This is an optimization exercise on Yosys and OpenROAD, whose aim is a short achievable clock period and few clock cycles, not a production implementation.
Where RTL was checked, it was by simulation tests only, not by an equivalence proof against the original.
The RTL of runs 1 and 2 was laid out without a check of its function.
No activity file was given, so power comes from the tool's default toggle rates.

[flow/design.v]
`default_nettype none
`timescale 1ns/1ps
package mem_bus_pkg;
    localparam int ADDR_W = 12;      
    localparam int DATA_W = 32;      
    typedef logic [ADDR_W-1:0] addr_t;
    typedef logic [DATA_W-1:0] word_t;
endpackage
`default_nettype wire
`default_nettype none
`timescale 1ns/1ps
package cache_geom_pkg;
    localparam int TAG_W      = 5;
    localparam int INDEX_W    = 3;
    localparam int WORD_SEL_W = 2;
    localparam int BYTE_SEL_W = 2;
    localparam int NUM_LINES  = 2 ** INDEX_W;        
    localparam int LINE_WORDS = 2 ** WORD_SEL_W;     
    typedef logic [TAG_W-1:0]      tag_t;
    typedef logic [INDEX_W-1:0]    index_t;
    typedef logic [WORD_SEL_W-1:0] word_sel_t;
    typedef union packed {
        logic [TAG_W+INDEX_W+WORD_SEL_W+BYTE_SEL_W-1:0] raw;   
        struct packed {
            tag_t                  tag;
            index_t                index;
            word_sel_t             word;     
            logic [BYTE_SEL_W-1:0] bsel;     
        } f;
    } cache_addr_t;
endpackage
`default_nettype wire
`default_nettype none
`timescale 1ns/1ps
module cache_arrays
(
    input  wire logic        CLK,
    input  wire logic        RSTn,
    input  cache_geom_pkg::cache_addr_t look_addr,
    output logic             hit,
    output logic             word_hit,       
    output mem_bus_pkg::word_t            rd_word,
    input  cache_geom_pkg::cache_addr_t upd_addr,
    input  wire logic        upd_we,         
    input  wire logic        upd_alloc,      
    input  wire logic        wr_we,
    input  cache_geom_pkg::index_t      wr_idx,
    input  cache_geom_pkg::word_sel_t   wr_word,
    input  mem_bus_pkg::word_t       wr_data
);
    logic [cache_geom_pkg::NUM_LINES-1:0]  valid;
    cache_geom_pkg::tag_t                  tags   [cache_geom_pkg::NUM_LINES];
    logic [cache_geom_pkg::LINE_WORDS-1:0] wvalid [cache_geom_pkg::NUM_LINES];
    mem_bus_pkg::word_t                 lines  [cache_geom_pkg::NUM_LINES][cache_geom_pkg::LINE_WORDS];
    cache_geom_pkg::index_t    idx;
    cache_geom_pkg::tag_t      look_tag;
    cache_geom_pkg::word_sel_t look_word;
    cache_geom_pkg::index_t    upd_idx;
    cache_geom_pkg::word_sel_t upd_word;
    assign idx       = look_addr.f.index;
    assign look_tag  = look_addr.f.tag;
    assign look_word = look_addr.f.word;
    assign upd_idx   = upd_addr.f.index;
    assign upd_word  = upd_addr.f.word;
    logic [cache_geom_pkg::NUM_LINES-1:0] line_match;
    always_comb begin
        for (int i = 0; i < cache_geom_pkg::NUM_LINES; i++) begin
            line_match[i] = valid[i] && (tags[i] == look_tag);
        end
    end
    assign hit      = line_match[idx];
    assign word_hit = hit && wvalid[idx][look_word];
    assign rd_word  = (wr_we && wr_idx == idx && wr_word == look_word) ? wr_data
                                                                     : lines[idx][look_word];
    always_ff @(posedge CLK) begin
        if (RSTn) begin
            valid <= '0;
        end else if (upd_we && upd_alloc) begin
            valid[upd_idx] <= 1'b1;
        end
    end
    always_ff @(posedge CLK) begin
        if (upd_we) begin
            if (upd_alloc) begin
                tags[upd_idx]   <= upd_addr.f.tag;
                wvalid[upd_idx] <= cache_geom_pkg::LINE_WORDS'(1) << upd_word;
            end else begin
                wvalid[upd_idx][upd_word] <= 1'b1;
            end
        end
    end
    always_ff @(posedge CLK) begin
        if (wr_we) begin
            lines[wr_idx][wr_word] <= wr_data;
        end
    end
endmodule
`default_nettype wire
`default_nettype none
`timescale 1ns/1ps
module cache_ctrl
(
    input  wire logic      CLK,
    input  wire logic      RSTn,
    input  wire logic      req,
    input  wire logic      req_store,
    input  mem_bus_pkg::addr_t     req_addr,
    input  mem_bus_pkg::word_t     req_wdata,
    output logic           resp_valid,
    output mem_bus_pkg::word_t          resp_rdata,
    output logic           resp_hit,
    output cache_geom_pkg::cache_addr_t    look_addr,
    input  wire logic      hit,
    input  wire logic      word_hit,
    input  mem_bus_pkg::word_t     rd_word,
    output cache_geom_pkg::cache_addr_t    upd_addr,
    output logic           upd_we,
    output logic           upd_alloc,
    output logic           wr_we,
    output cache_geom_pkg::index_t      wr_idx,
    output cache_geom_pkg::word_sel_t   wr_word,
    output mem_bus_pkg::word_t          wr_data,
    output mem_bus_pkg::addr_t          mem_addr,
    output logic           mem_we,
    output mem_bus_pkg::word_t          mem_wdata,
    input  mem_bus_pkg::word_t     mem_rdata
);
    mem_bus_pkg::addr_t cur_addr;       
    mem_bus_pkg::word_t cur_wdata;
    logic               cur_store;
    logic               cur_cached;     
    mem_bus_pkg::word_t cur_word;       
    assign look_addr.raw = req_addr;
    always_ff @(posedge CLK) begin
        if (RSTn) begin
            resp_valid <= 1'b0;
            mem_we     <= 1'b0;
        end else begin
            resp_valid <= req;                   
            mem_we     <= req && req_store;      
        end
    end
    always_ff @(posedge CLK) begin
        cur_addr   <= req_addr;
        cur_wdata  <= req_wdata;
        cur_store  <= req_store;
        resp_hit   <= hit;
        cur_cached <= word_hit;
        cur_word   <= rd_word;
    end
    assign mem_addr   = cur_addr;
    assign mem_wdata  = cur_wdata;
    assign resp_rdata = cur_cached ? cur_word : mem_rdata;
    assign upd_addr.raw = cur_addr;
    assign upd_we       = resp_valid && !RSTn;
    assign upd_alloc    = !resp_hit;
    cache_geom_pkg::cache_addr_t cur_fields;
    assign cur_fields.raw = cur_addr;
    always_ff @(posedge CLK) begin
        if (RSTn) begin
            wr_we <= 1'b0;
        end else begin
            wr_we <= resp_valid;
        end
    end
    always_ff @(posedge CLK) begin
        if (resp_valid) begin
            wr_idx  <= cur_fields.f.index;
            wr_word <= cur_fields.f.word;
            wr_data <= cur_store ? cur_wdata : mem_rdata;
        end
    end
endmodule
`default_nettype wire
`default_nettype none
`timescale 1ns/1ps
module dcache_top
(
    input  wire logic  CLK,
    input  wire logic  RSTn,
    input  wire logic  req,
    input  wire logic  req_store,
    input  mem_bus_pkg::addr_t req_addr,
    input  mem_bus_pkg::word_t req_wdata,
    output logic       resp_valid,
    output logic       resp_hit,
    output mem_bus_pkg::word_t      resp_rdata,
    output mem_bus_pkg::addr_t      mem_addr,
    output logic       mem_we,
    output mem_bus_pkg::word_t      mem_wdata,
    input  mem_bus_pkg::word_t mem_rdata
);
    cache_geom_pkg::cache_addr_t look_addr;
    logic        hit;
    logic        word_hit;
    mem_bus_pkg::word_t       rd_word;
    cache_geom_pkg::cache_addr_t upd_addr;
    logic        upd_we;
    logic        upd_alloc;
    logic        wr_we;
    cache_geom_pkg::index_t    wr_idx;
    cache_geom_pkg::word_sel_t wr_word;
    mem_bus_pkg::word_t        wr_data;
    cache_ctrl u_ctrl (
        .CLK        (CLK),
        .RSTn       (RSTn),
        .req        (req),
        .req_store  (req_store),
        .req_addr   (req_addr),
        .req_wdata  (req_wdata),
        .resp_valid (resp_valid),
        .resp_rdata (resp_rdata),
        .resp_hit   (resp_hit),
        .look_addr  (look_addr),
        .hit        (hit),
        .word_hit   (word_hit),
        .rd_word    (rd_word),
        .upd_addr   (upd_addr),
        .upd_we     (upd_we),
        .upd_alloc  (upd_alloc),
        .wr_we      (wr_we),
        .wr_idx     (wr_idx),
        .wr_word    (wr_word),
        .wr_data    (wr_data),
        .mem_addr   (mem_addr),
        .mem_we     (mem_we),
        .mem_wdata  (mem_wdata),
        .mem_rdata  (mem_rdata)
    );
    cache_arrays u_arrays (
        .CLK        (CLK),
        .RSTn       (RSTn),
        .look_addr  (look_addr),
        .hit        (hit),
        .word_hit   (word_hit),
        .rd_word    (rd_word),
        .upd_addr   (upd_addr),
        .upd_we     (upd_we),
        .upd_alloc  (upd_alloc),
        .wr_we      (wr_we),
        .wr_idx     (wr_idx),
        .wr_word    (wr_word),
        .wr_data    (wr_data)
    );
endmodule
`default_nettype wire
[flow/run.sh]
#!/bin/bash
# synth_recipe.tcl (not shown) runs the flow's synth.tcl, then flattens the netlist and writes it again
# the make line also repeats each setting of config.mk as NAME=value (left out here)
make -C /OpenROAD-flow-scripts/flow DESIGN_CONFIG=/design/flow/config.mk WORK_HOME=/design/flow/orfs CLKGATE_MAP_FILE= SYNTH_SCRIPT=/design/flow/synth_recipe.tcl finish
[flow/config.mk]
export PLATFORM = sky130hd
export DESIGN_NAME = dcache_top
export DESIGN_NICKNAME = dcache_top
export VERILOG_FILES = /design/flow/design.v
export SDC_FILE = /design/flow/constraint.sdc
export NUM_CORES = 4
export LEC_CHECK = 0
export CAP_MARGIN = 20
export CORE_MARGIN = 2
export CORE_UTILIZATION = 45
export SETUP_SLACK_MARGIN = 2.6
export SLEW_MARGIN = 20
[flow/constraint.sdc]
create_clock -name core_clock -period 4.0 [get_ports {CLK}]
set_input_delay 0.8000 -clock core_clock [delete_from_list [all_inputs] [get_ports {CLK}]]
set_output_delay 0.8000 -clock core_clock [all_outputs]
set_load 0.01 [all_outputs]
==> results of run 1 <==
[timing repair]
item / in CTS / in global routing
pin swaps: 70 / 124
gates resized for setup: 395 / 631
endpoints found under the setup margin: 1313 / 1802
setup buffers: 123 / 208
cloned: 23 / 58
[cell usage in the layout (no fill, tap or decap), drive strengths merged, types with 9 or more instances in the layout]
cell type,count
nor2b,19
o22a,16
o21ai,41
nand4,14
xor2,12
clkbuf,207
mux4,210
xnor2,29
buf,575
a31oi,11
nor2,118
bufinv,9
mux2,38
a22oi,37
inv,9
a21oi,27
nand3,10
clkdlybuf4s50,70
o211ai,9
dfxtp,58
a211oi,10
a221oi,33
mux2i,117
nand2,68
clkinv,56
edfxtp,1133
[cell families after synthesis]
family,count (synthesis)
DFF,1191
muxes,365
and+or+nand+nor,276
AOI/OAI and AO/OA,227
buffers and inverters,132
xor gates and xnor gates,41
adders and majority gates,3
[metal layers]
metal | vias to the layer above | wire, um | global-route usage, %
met4 | 0 | 7030 | 7.57
met1 | 13979 | 55800 | 33.8
met3 | 339 | 13800 | 4.60
met2 | 1644 | 70400 | 40.5
met5 | - | 0 | 0
li1 | 10671 | - | -
[registers in the layout (all words and copies together) (netlist names)]
name,flops
u_ctrl.resp_hit,1
u_ctrl.cur_cached,1
u_ctrl.cur_wdata,32
u_ctrl.cur_addr,12
u_ctrl.mem_we,1
u_arrays.tags,40
u_ctrl.wr_word,2
u_arrays.lines,1024
u_ctrl.wr_data,32
u_arrays.wvalid,32
u_ctrl.resp_valid,1
u_ctrl.wr_idx,3
u_ctrl.cur_store,1
u_arrays.valid,8
u_ctrl.wr_we,1
[power breakdown]
group,leakage [uW],switching (uW),internal [uW],total (uW)
logic,0.00814,933,935,1870
clock network,0.00184,4770,6190,11000
registers,0.0107,143,13700,13800
total,0.0207,5850,20800,26700
[path summary, 6_finish.rpt]
path / startpoint / end / slack, ns
min reg2reg: u_arrays.valid[7] / u_arrays.valid[7] / 0.49
min: req_addr[4] / u_ctrl.cur_addr[4] / 0.33
max reg2reg: u_ctrl.wr_word[0] / u_arrays.lines[24][30] / 1.83
max: u_ctrl.cur_addr[2] / resp_rdata[31] / -0.009
[cell type report]
cell class                 count  area share, %
timing repair buffer         702           15.7
clock inverter                73          0.963
inverter                       7          0.118
multi-input combinational    913           18.0
sequential                  1191           57.3
clock buffer                 153           5.18
tap                         1357           2.76
antenna                        2        0.00813
[through the flow]
| step | setup slack [ns] | cells | hold slack [ns] |
|---|---|---|---|
| 3_3_place_gp | 0.362 | 3758 | 0.458 |
| 3_5_place_dp | 0.377 | 3758 | 0.471 |
| 2_1_floorplan | 1.44 | 2235 | 0.428 |
| 5_1_grt | 0.00764 | 4396 | 0.331 |
| 4_1_cts | 0.230 | 4130 | 0.487 |
| 6_report | -0.00899 | 4398 | 0.331 |
==> run summary, run 1 <==
final instance area 61600 um2; Min-Delay Path Depth 1; Site Rows 116; Reg2Reg Depth 6; top cells by area, synth edfxtp_1 75%, mux4_2 10%, mux2i_1 2.6%; register area 35300 um2; Final setup viols 1; Seq/Total Area, Yosys slightly below 80%; DP HPWL between 70000 and 80000 um; DRT antenna net count 0; Finished Core Util 61.4%; Overflow after GRT 0; Fmax achieved 0.249 GHz; vias in the first global route approximately 25k; 1st-iter DRT viols 3793; final setup margin -0.00899 ns; Cell Pwr Density 433 nW/um2; largest family of logic cells by synthesized area multiplexers; CP max-delay cell mux4_2; leading area contributor after synthesis edfxtp_1; CP delay by family, top buffers and inverters; drc violations 0; Syn Std Cell Area 45700 um2; Post-Syn Instances 2235; fillcell total 6759; Die Y 323 um; WP data required 3.20 ns; CTS tree yes; Min-Delay Path Class in -> reg; setup TNS -0.00899 ns; DRT Pass-1 Iters 5; DP Area 50100 um2; SO Faults setup timing; largest net degree at the start of global routing 33; hold buffers post-CTS 0; flops & latches, synth 1191; top cells by count, synth 1133 x edfxtp_1, 210 x mux4_2, 118 x nor2_1; initial antenna violation count 3; worst-margin pin slew 1.02 ns; crit start category flop; Synth async-reset ratio 0%; Syn. warnings 2; Syn Area/Cell 20.4 um2; area share of fa/ha/maj cells after synthesis 0.0822%; Post-Synth Simple-Gate Area roughly 2.8%; clk buf depth 3; worst path bufs/invs 7; first-pass GRT wire length 180000 um; XOR/XNOR Fraction of Synth Area less than 1%; Setup Skew 0.0386 ns; final wirelength 147000 um; area of the die approximately 100000 um2; Max VDD drop 0.318 mV; final slew viol count 0; Critical Path Max Stage Delay just under 0.5 ns; clock sinks 1191; Top cell by count, worst path buf_12; count of cell types in the netlist 55; CP Class reg -> out; NumNets Final 3017; layout cells sized above 1 43.7%; Max H-tree Level 3; MaxCap Viol Count 0; die span in x 323 um; Post-Syn Nets roughly 2.3k; share of the synthesized area in the top cell type 74.5%; Static Leak between 0.02 and 0.025 uW; CP endpoint kind primary output; vias 26.6k; number of vias per cell 6.06; I/O pin total about 160; IO buf count between 150 and 200; Layout Area Growth over Synthesis 34.8%; Worst-Skew Late Latency 0.72 ns; CTS clock-pin slew for the worst setup and hold paths about 0.060 ns; headroom to the max-slew limit 31.9%; Tot Pwr around 27000 uW; area of the multi-input gates 11100 um2; core area 100000 um2; GPL Wtd Cong 0.786; Post-synth EDFFs 1133; mux contribution to synthesized area between 10% and 20%; Crit. path cell count 12; RSZ-0062 raised after global routing yes; DR WL/cell between 30 and 40 um; crit-path cells buf_12, buf_12, buf_16, buf_12, buf_4, mux4_2, a22oi_1, nor2_1, a211oi_2, buf_4, a21oi_2, buf_2; Final Cycle Share 100%; Total GRT Usage between 20% and 30%; CTS root buffer clkbuf_16; WP data arrival 3.21 ns; post-synthesis compound-gate area fraction 3.56%; Initial Util roughly 46%; Synth Flop Type edfxtp_1; status finished with violations; TritonCTS Buffers 119; top-count cell post-synth edfxtp_1; min cycle time layout roughly 4.0 ns; final hold vios 0; crit-path max FO 6
==> inputs of run 2 (changes only) <==
--- a/flow/design.v
+++ b/flow/design.v
@@ -53,3 +53,3 @@
     logic [cache_geom_pkg::LINE_WORDS-1:0] wvalid [cache_geom_pkg::NUM_LINES];
-    mem_bus_pkg::word_t                 lines  [cache_geom_pkg::NUM_LINES][cache_geom_pkg::LINE_WORDS];
+    mem_bus_pkg::word_t [cache_geom_pkg::NUM_LINES*cache_geom_pkg::LINE_WORDS-1:0] lines;
     cache_geom_pkg::index_t    idx;
@@ -73,3 +73,3 @@
     assign rd_word  = (wr_we && wr_idx == idx && wr_word == look_word) ? wr_data
-                                                                     : lines[idx][look_word];
+                                                                     : lines[{idx, look_word}];
     always_ff @(posedge CLK) begin
@@ -93,3 +93,3 @@
         if (wr_we) begin
-            lines[wr_idx][wr_word] <= wr_data;
+            lines[{wr_idx, wr_word}] <= wr_data;
         end
==> run summary, run 2 <==
Gate power share 11.4%; Initial Util approximately 45%; R2R Path End u_arrays.lines[170]; mux contribution to synthesized area between 30% and 40%; layout cells sized above 1 60.7%; status finished clean; Synth Flop Type edfxtp_1; crit path launch u_ctrl.wr_word[0]; Die Y 364 um; first-pass GRT wire length 287000 um; worst-margin pin slew approximately 1.2 ns; setup TNS 0 ns; largest net degree at the start of global routing 99; Worst-Skew Late Latency 0.82 ns; die span in x 364 um; WP data arrival 3.44 ns; Post-Syn Instances 3359; Post-Syn Nets 3444; vias in the first global route between 30k and 40k; area share of fa/ha/maj cells after synthesis less than 1%; CP endpoint kind flop; sequential power share 47.2%; WP data required 4.51 ns; DRT antenna net count 0; DR WL/cell 37.1 um; final setup margin 1.07 ns; most frequent cells in the layout 1133 x edfxtp_1, 548 x mux2_2, 542 x mux2_4; CTS root buffer clkbuf_16; TritonCTS Buffers 139; NumNets Final 3980; CP Class reg -> reg; Final setup viols 0; met1 wire length 80900 um; Max H-tree Level 4; CP Capture Point u_arrays.lines[170]; initial antenna violation count 5; Net Switching 7390 uW; final hold vios 0; Cell Pwr Density 394 nW/um2; max reg flops 1024; clock sinks 1223; Worst R2R Setup Slack 1.07 ns; Setup Skew slightly below 0.04 ns; internal power about 24000 uW; count of cell types in the netlist 39; GPL Wtd Cong 0.807; CTS tree yes; vias 37.3k; 1st-iter DRT viols around 4.8k; final slew viol count 0; Syn Std Cell Area 58200 um2; Met3 Wirelength 21600 um; Seq/Total Area, Yosys 61.6%; Site Rows 131; post-synthesis compound-gate area fraction under 10%; top cells by count, synth 1133 x edfxtp_1, 1080 x mux2_2, 268 x mux4_2; Post-synth EDFFs approximately 1.1k; number of vias per cell 6.49; DRT Pass-1 Iters 6; largest family of logic cells by synthesized area multiplexers; fillcell total about 8.7k; Tot Pwr 31200 uW; XOR/XNOR Fraction of Synth Area 0.707%; clk buf depth 3; Biggest register u_arrays.lines; Total GRT Usage 31.0%; drc violations 0; top sig layer met5; CTS clock-pin slew for the worst setup and hold paths 0.06 ns; FF-to-FF Start u_ctrl.wr_word[0]; core area 128000 um2; MaxCap Viol Count 0; Layout Area Growth over Synthesis 35.9%; Synth async-reset ratio 0%; crit-path max FO 6; Largest regs u_arrays.lines (1024), u_arrays.tags (40); Max VDD drop 0.497 mV; clock share of power between 40% and 50%; leading area contributor after synthesis edfxtp_1; flops & latches, synth about 1.2k; final wirelength 213000 um; Sw Ratio 23.7%; WL met2 96400 um; headroom to the max-slew limit about a fifth; RSZ-0062 raised after global routing yes; hold buffers post-CTS 0; top-count cell post-synth edfxtp_1; I/O pin total 159; Syn Area/Cell approximately 17 um2; DP HPWL 89700 um; Post-Synth Simple-Gate Area between 1.5 and 2%; min cycle time layout around 2.9 ns; Reg2Reg Depth 14; Fmax achieved 0.342 GHz; Min-Delay Path Class in -> reg; Finished Core Util about three fifths; Static Leak between 0.02 and 0.03 uW; Place WS between 0.6 and 0.7 ns; IO buf count between 150 and 200; commonest non-fill, non-tap cell in the layout edfxtp_1; Syn. warnings 2; area of the die 132000 um2; share of the synthesized area in the top cell type 58.5%; Overflow after GRT 0; top cells by area, synth edfxtp_1 58%, mux2_2 21%, mux4_2 10%; crit start category flop; Final Cycle Share 73.2%
run 2: changes by cell type after synthesis, moves of 48 or more:
| cell | before | now |
|---|---|---|
| mux2i_1 | 117 | 4 |
| mux4_2 | 210 | 268 |
| nor2_1 | 118 | 70 |
| mux2_2 | 38 | 1080 |
| clkbuf_1 | 37 | 167 |
| o22ai_1 | 7 | 125 |
| buf_2 | 37 | 88 |
run 2: cell type report:
cell class	count	area [um2]	area share, %
timing repair buffer	707	12000	15.2
clock inverter	56	544	0.688
multi-input combinational	1817	24400	30.8
clock buffer	201	4000	5.06
antenna	3	7.51	0.00949
inverter	7	33.8	0.0427
tap	1729	2160	2.74
sequential	1223	35900	45.4
run 2: kinds of logic (layout without fill, tap and decap cells):
group                    after synthesis  in the layout
other                                  0              3
AND/OR/NAND/NOR                      227            228
AO/OA/AOI/OAI                        175            175
multiplexers                        1362           1362
adder cells (fa/ha/maj)                5              5
XOR/XNOR                              47             47
flip-flops                          1223           1223
buffers and inverters                320            971
run 2: critical path, stage by stage (launching register included):
cell,delay [ns]
edfxtp_1,0.39
inv_2,0.06
ha_4,0.17
nand2b_4,0.09
nor2_4,0.05
ha_4,0.19
buf_12,0.13
nor2b_4,0.20
buf_6,0.15
nand3_4,0.09
buf_6,0.14
nor2_4,0.22
buf_6,0.21
buf_12,0.21
mux2_4,0.31
run 2: timing repair:
action / 4_1_cts / 5_1_grt
setup buffers: 208 / 75
gates cloned: 125 / 19
endpoints found under the setup margin: 2264 / 1553
resized for setup: 1330 / 395
pin swaps: 55 / 63
run 2: worst min-delay path by stage:
stage,cells past startpoint,start,slack [ns],endpoint
after floorplan,2,u_arrays.valid[6],0.43,u_arrays.valid[6]
after global placement,2,u_arrays.valid[3],0.46,u_arrays.valid[3]
after detailed placement,2,u_arrays.valid[5],0.46,u_arrays.valid[5]
after CTS,1,req_addr[11],0.22,u_ctrl.cur_addr[11]
after global routing,1,req_addr[11],0.23,u_ctrl.cur_addr[11]
final,1,req_addr[11],0.26,u_ctrl.cur_addr[11]
run 2: power groups by stage:
stage	clock [uW]	sequential [uW]	combinational (uW)
2_1_floorplan	0	15000	1390
3_3_place_gp	0	15000	2160
3_5_place_dp	0	15000	2210
4_1_cts	13000	14700	3150
5_1_grt	13500	14700	3670
6_report	12900	14700	3570
run 2: per-layer routing:
layer  global-route usage (%)  up-vias
met5                    0.871        -
met1                     41.3    19700
met2                     47.4     2302
met3                     6.91      592
li1                         -    14691
met4                     16.9        6
run 2: through the flow:
step           cell area, um2  hold slack, ns  instances
2_1_floorplan           58300           0.429       3359
4_1_cts                 76100           0.220       5623
6_report                79100           0.257       5743
3_3_place_gp            62300           0.457       5033
5_1_grt                 79100           0.234       5743
3_5_place_dp            62300           0.461       5033
==> inputs of run 3 (changes only) <==
--- a/flow/design.v
+++ b/flow/design.v
@@ -45,6 +45,3 @@
     input  wire logic        upd_alloc,      
-    input  wire logic        wr_we,
-    input  cache_geom_pkg::index_t      wr_idx,
-    input  cache_geom_pkg::word_sel_t   wr_word,
-    input  mem_bus_pkg::word_t       wr_data
+    input  mem_bus_pkg::word_t       upd_data
 );
@@ -53,3 +50,3 @@
     logic [cache_geom_pkg::LINE_WORDS-1:0] wvalid [cache_geom_pkg::NUM_LINES];
-    mem_bus_pkg::word_t [cache_geom_pkg::NUM_LINES*cache_geom_pkg::LINE_WORDS-1:0] lines;
+    mem_bus_pkg::word_t                 lines  [cache_geom_pkg::NUM_LINES][cache_geom_pkg::LINE_WORDS];
     cache_geom_pkg::index_t    idx;
@@ -72,4 +69,3 @@
     assign word_hit = hit && wvalid[idx][look_word];
-    assign rd_word  = (wr_we && wr_idx == idx && wr_word == look_word) ? wr_data
-                                                                     : lines[{idx, look_word}];
+    assign rd_word  = lines[idx][look_word];      
     always_ff @(posedge CLK) begin
@@ -89,7 +85,3 @@
             end
-        end
-    end
-    always_ff @(posedge CLK) begin
-        if (wr_we) begin
-            lines[{wr_idx, wr_word}] <= wr_data;
+            lines[upd_idx][upd_word] <= upd_data;
         end
@@ -118,6 +110,3 @@
     output logic           upd_alloc,
-    output logic           wr_we,
-    output cache_geom_pkg::index_t      wr_idx,
-    output cache_geom_pkg::word_sel_t   wr_word,
-    output mem_bus_pkg::word_t          wr_data,
+    output mem_bus_pkg::word_t          upd_data,
     output mem_bus_pkg::addr_t          mem_addr,
@@ -156,18 +145,3 @@
     assign upd_alloc    = !resp_hit;
-    cache_geom_pkg::cache_addr_t cur_fields;
-    assign cur_fields.raw = cur_addr;
-    always_ff @(posedge CLK) begin
-        if (RSTn) begin
-            wr_we <= 1'b0;
-        end else begin
-            wr_we <= resp_valid;
-        end
-    end
-    always_ff @(posedge CLK) begin
-        if (resp_valid) begin
-            wr_idx  <= cur_fields.f.index;
-            wr_word <= cur_fields.f.word;
-            wr_data <= cur_store ? cur_wdata : mem_rdata;
-        end
-    end
+    assign upd_data     = cur_store ? cur_wdata : mem_rdata;
 endmodule
@@ -199,6 +173,3 @@
     logic        upd_alloc;
-    logic        wr_we;
-    cache_geom_pkg::index_t    wr_idx;
-    cache_geom_pkg::word_sel_t wr_word;
-    mem_bus_pkg::word_t        wr_data;
+    mem_bus_pkg::word_t       upd_data;
     cache_ctrl u_ctrl (
@@ -220,6 +191,3 @@
         .upd_alloc  (upd_alloc),
-        .wr_we      (wr_we),
-        .wr_idx     (wr_idx),
-        .wr_word    (wr_word),
-        .wr_data    (wr_data),
+        .upd_data   (upd_data),
         .mem_addr   (mem_addr),
@@ -239,6 +207,3 @@
         .upd_alloc  (upd_alloc),
-        .wr_we      (wr_we),
-        .wr_idx     (wr_idx),
-        .wr_word    (wr_word),
-        .wr_data    (wr_data)
+        .upd_data   (upd_data)
     );
==> run summary, run 3 <==
Syn Std Cell Area 45000 um2; most frequent cells in the layout 1096 x edfxtp_1, 264 x mux4_2, 215 x buf_6; Syn Area/Cell 22.2 um2; Min-Delay Path Class in -> reg; MaxCap Viol Count 0; Static Leak 0.0227 uW; commonest non-fill, non-tap cell in the layout edfxtp_1; placed insts around 3.4k; TritonCTS Buffers roughly 120; GPL Wtd Cong 0.790; initial antenna violation count 2; Seq/Total Area, Yosys about 77%; number of vias per cell 6.76; NumNets Final 2967; Synth async-reset ratio 0%; drc violations 0; CTS clock-pin slew for the worst setup and hold paths 0.06 ns; setup TNS 0 ns; worst-margin pin slew 0.986 ns; leading area contributor after synthesis edfxtp_1; largest net degree at the start of global routing 38; layout cells sized above 1 53.6%; DRT Pass-1 Iters 5; final cell count without fillers 4275; DP HPWL ~60000 um; Final Cycle Share 68.8%; Overflow after GRT 0; Die Y approximately 320 um; crit-path max FO 5; clock sinks 1185; Min-Delay Path Depth 1; final instance area 65600 um2; first-pass GRT wire length approximately 230000 um; RSZ-0062 raised after global routing yes; count of cell types in the netlist 38; Setup Skew roughly 0.046 ns; vias 28.9k; Cell Pwr Density 430 nW/um2; WP data arrival 1.95 ns; IO buf count 158; Fmax achieved 0.363 GHz; Largest regs u_arrays.lines (1024), u_arrays.tags (40); Layout Area Growth over Synthesis 45.9%; final slew viol count 0; share of the synthesized area in the top cell type about three quarters; Final setup viols 0; headroom to the max-slew limit 34.2%; Total GRT Usage 33.8%; top cells by area, synth edfxtp_1 73%, mux4_2 13%, dfxtp_1 4.0%; DR WL/cell 42.4 um; hold buffers post-CTS 0; 1st-iter DRT viols 4862; CTS tree yes; crit start category primary input; flops & latches, synth between 1k and 1.5k; vias in the first global route approximately 28k; DRT antenna net count 0; Initial Util 45.5%; area of the die between 100000 and 150000 um2; Tot Pwr 28200 uW; die span in x about 320 um; core area 98700 um2; Worst-Skew Late Latency around 0.74 ns; Site Rows 115; Reg2Reg Depth 10; Biggest register u_arrays.lines; top-count cell post-synth edfxtp_1; max reg flops 1024; CP endpoint kind primary output; WP data required around 3.2 ns; final hold slack 0.364 ns; Post-synth EDFFs about 1.1k; Syn. warnings 2; CP Class in -> out; final hold vios 0; Synth Flop Type edfxtp_1; Post-Syn Instances between 2k and 2.5k; final wirelength 181000 um; CTS root buffer clkbuf_16; min cycle time layout 2.75 ns; I/O pin total roughly 160; Post-Syn Nets 2108; DP Area 49200 um2; Max VDD drop ~0.37 mV; status finished clean; clk buf depth 3; Max H-tree Level 3; top cells by count, synth 1096 x edfxtp_1, 264 x mux4_2, 98 x mux2_2
run 3: cell types whose count changed after synthesis, moves of 32 or more:
cell,delta
mux2_2,-982
o22ai_1,-125
clkbuf_1,-124
a21oi_1,+65
mux2i_1,+60
buf_2,-45
nand2_1,-45
edfxtp_1,-37
buf_1,-35
a221oi_1,+33
o21ai_0,-33
a221o_1,+32
run 3: kinds of logic (layout without fill, tap and decap cells):
family,Yosys count,after routing,synth area share [%]
flip-flops,1185,1185,77.2
multiplexers,426,520,17.1
AO/OA/AOI/OAI,145,145,2.29
buffers and inverters,124,991,1.52
AND/OR/NAND/NOR,101,102,1.04
XOR/XNOR,41,41,0.799
adder cells (fa/ha/maj),3,3,0.0835
other,0,1,0
run 3: layer usage:
metal  vias up  global-route usage (%)  wire (um)
li1      10508                       -          -
met1     15080                    43.4      60700
met2      2637                    51.3      81500
met3       658                    8.26      23100
met4         2                    22.8      15900
met5         -                       0         11
run 3: path summary, 6_finish.rpt:
path	slack (ns)	to	startpoint
worst max-delay path	1.25	resp_rdata[0]	mem_rdata[0]
worst min-delay path	0.36	u_ctrl.cur_addr[10]	req_addr[10]
worst max register to register	1.90	u_arrays.lines[15][24]	u_ctrl.cur_addr[4]
worst min register to register	0.50	u_arrays.valid[3]	u_arrays.valid[3]
run 3: repair_timing:
action                                   CTS  global route
endpoints found under the setup margin  2241          2224
setup buffers                            302            88
cloned                                   221            10
pin swaps                                 85            63
resized for setup                       1142           217
run 3: layout make-up:
cell class,instances,area [um2]
Tap cell,1287,1610
Fill cell,5929,33100
Clock buffer,157,3190
Clock inverter,64,768
Sequential cell,1185,34800
Inverter,3,20.0
Multi-Input combinational cell,811,13100
Antenna cell,1,2.50
Timing Repair Buffer,767,12100
run 3: worst max-delay path: stages:
cell and delay [ns]:
clkdlybuf4s50_1 0.64, mux2_4 0.39, buf_6 0.12
run 3: power breakdown:
group          switching [uW]  total (uW)  internal, uW
clock                    4960       11500          6580
sequential               84.5       13800         13700
combinational            1540        2880          1340
run 3: stage by stage:
step	util [%]	setup slack, ns
final	66.5	1.25
after global routing	66.5	1.23
after CTS	64.5	1.26
after detailed placement	49.8	0.585
after global placement	49.8	0.530
after floorplan	-	1.58
Testbench counts of run 3, summed over its fixed seeds: cycles 4,800.

==> what the ideal ports hide <==
The results above use ideal ports. As a check the final layouts listed here were re-extracted and re-timed, cells and wires unchanged.
Step 1 sets driving cells, clkbuf_16 on the clock port and buf_2 on the other inputs (assumed; they add their load-dependent delay and slew).
Step 2 adds t to the input delays and takes it off the output delays; t is the mean of the earliest and latest rising clock arrival at the registers after step 1. Input paths then give back, and output paths get back, about the clock's delay inside the block.
Three values: no drivers, after step 1, after step 2; two values: the first two.
| run | t, ns | setup slack, ns | hold slack, ns | worst setup path after step 2 | latest minus earliest clock arrival (ns) |
|---|---|---|---|---|---|
| run 1 | 0.770 | -0.009 / -0.077 / 0.693 | 0.331 / 0.295 / 0.491 | register to output | 0.041 / 0.041 |
| run 2 | 0.869 | 1.072 / 1.002 / 0.998 | 0.257 / 0.199 / 0.474 | input to register | 0.059 / 0.059 |
| run 3 | 0.788 | 1.248 / 1.189 / 0.864 | 0.364 / 0.318 / 0.498 | input to register | 0.054 / 0.053 |
The setup slack of run 3, which loses most, moves by -0.059 ns with the drivers and by -0.384 ns with both steps.
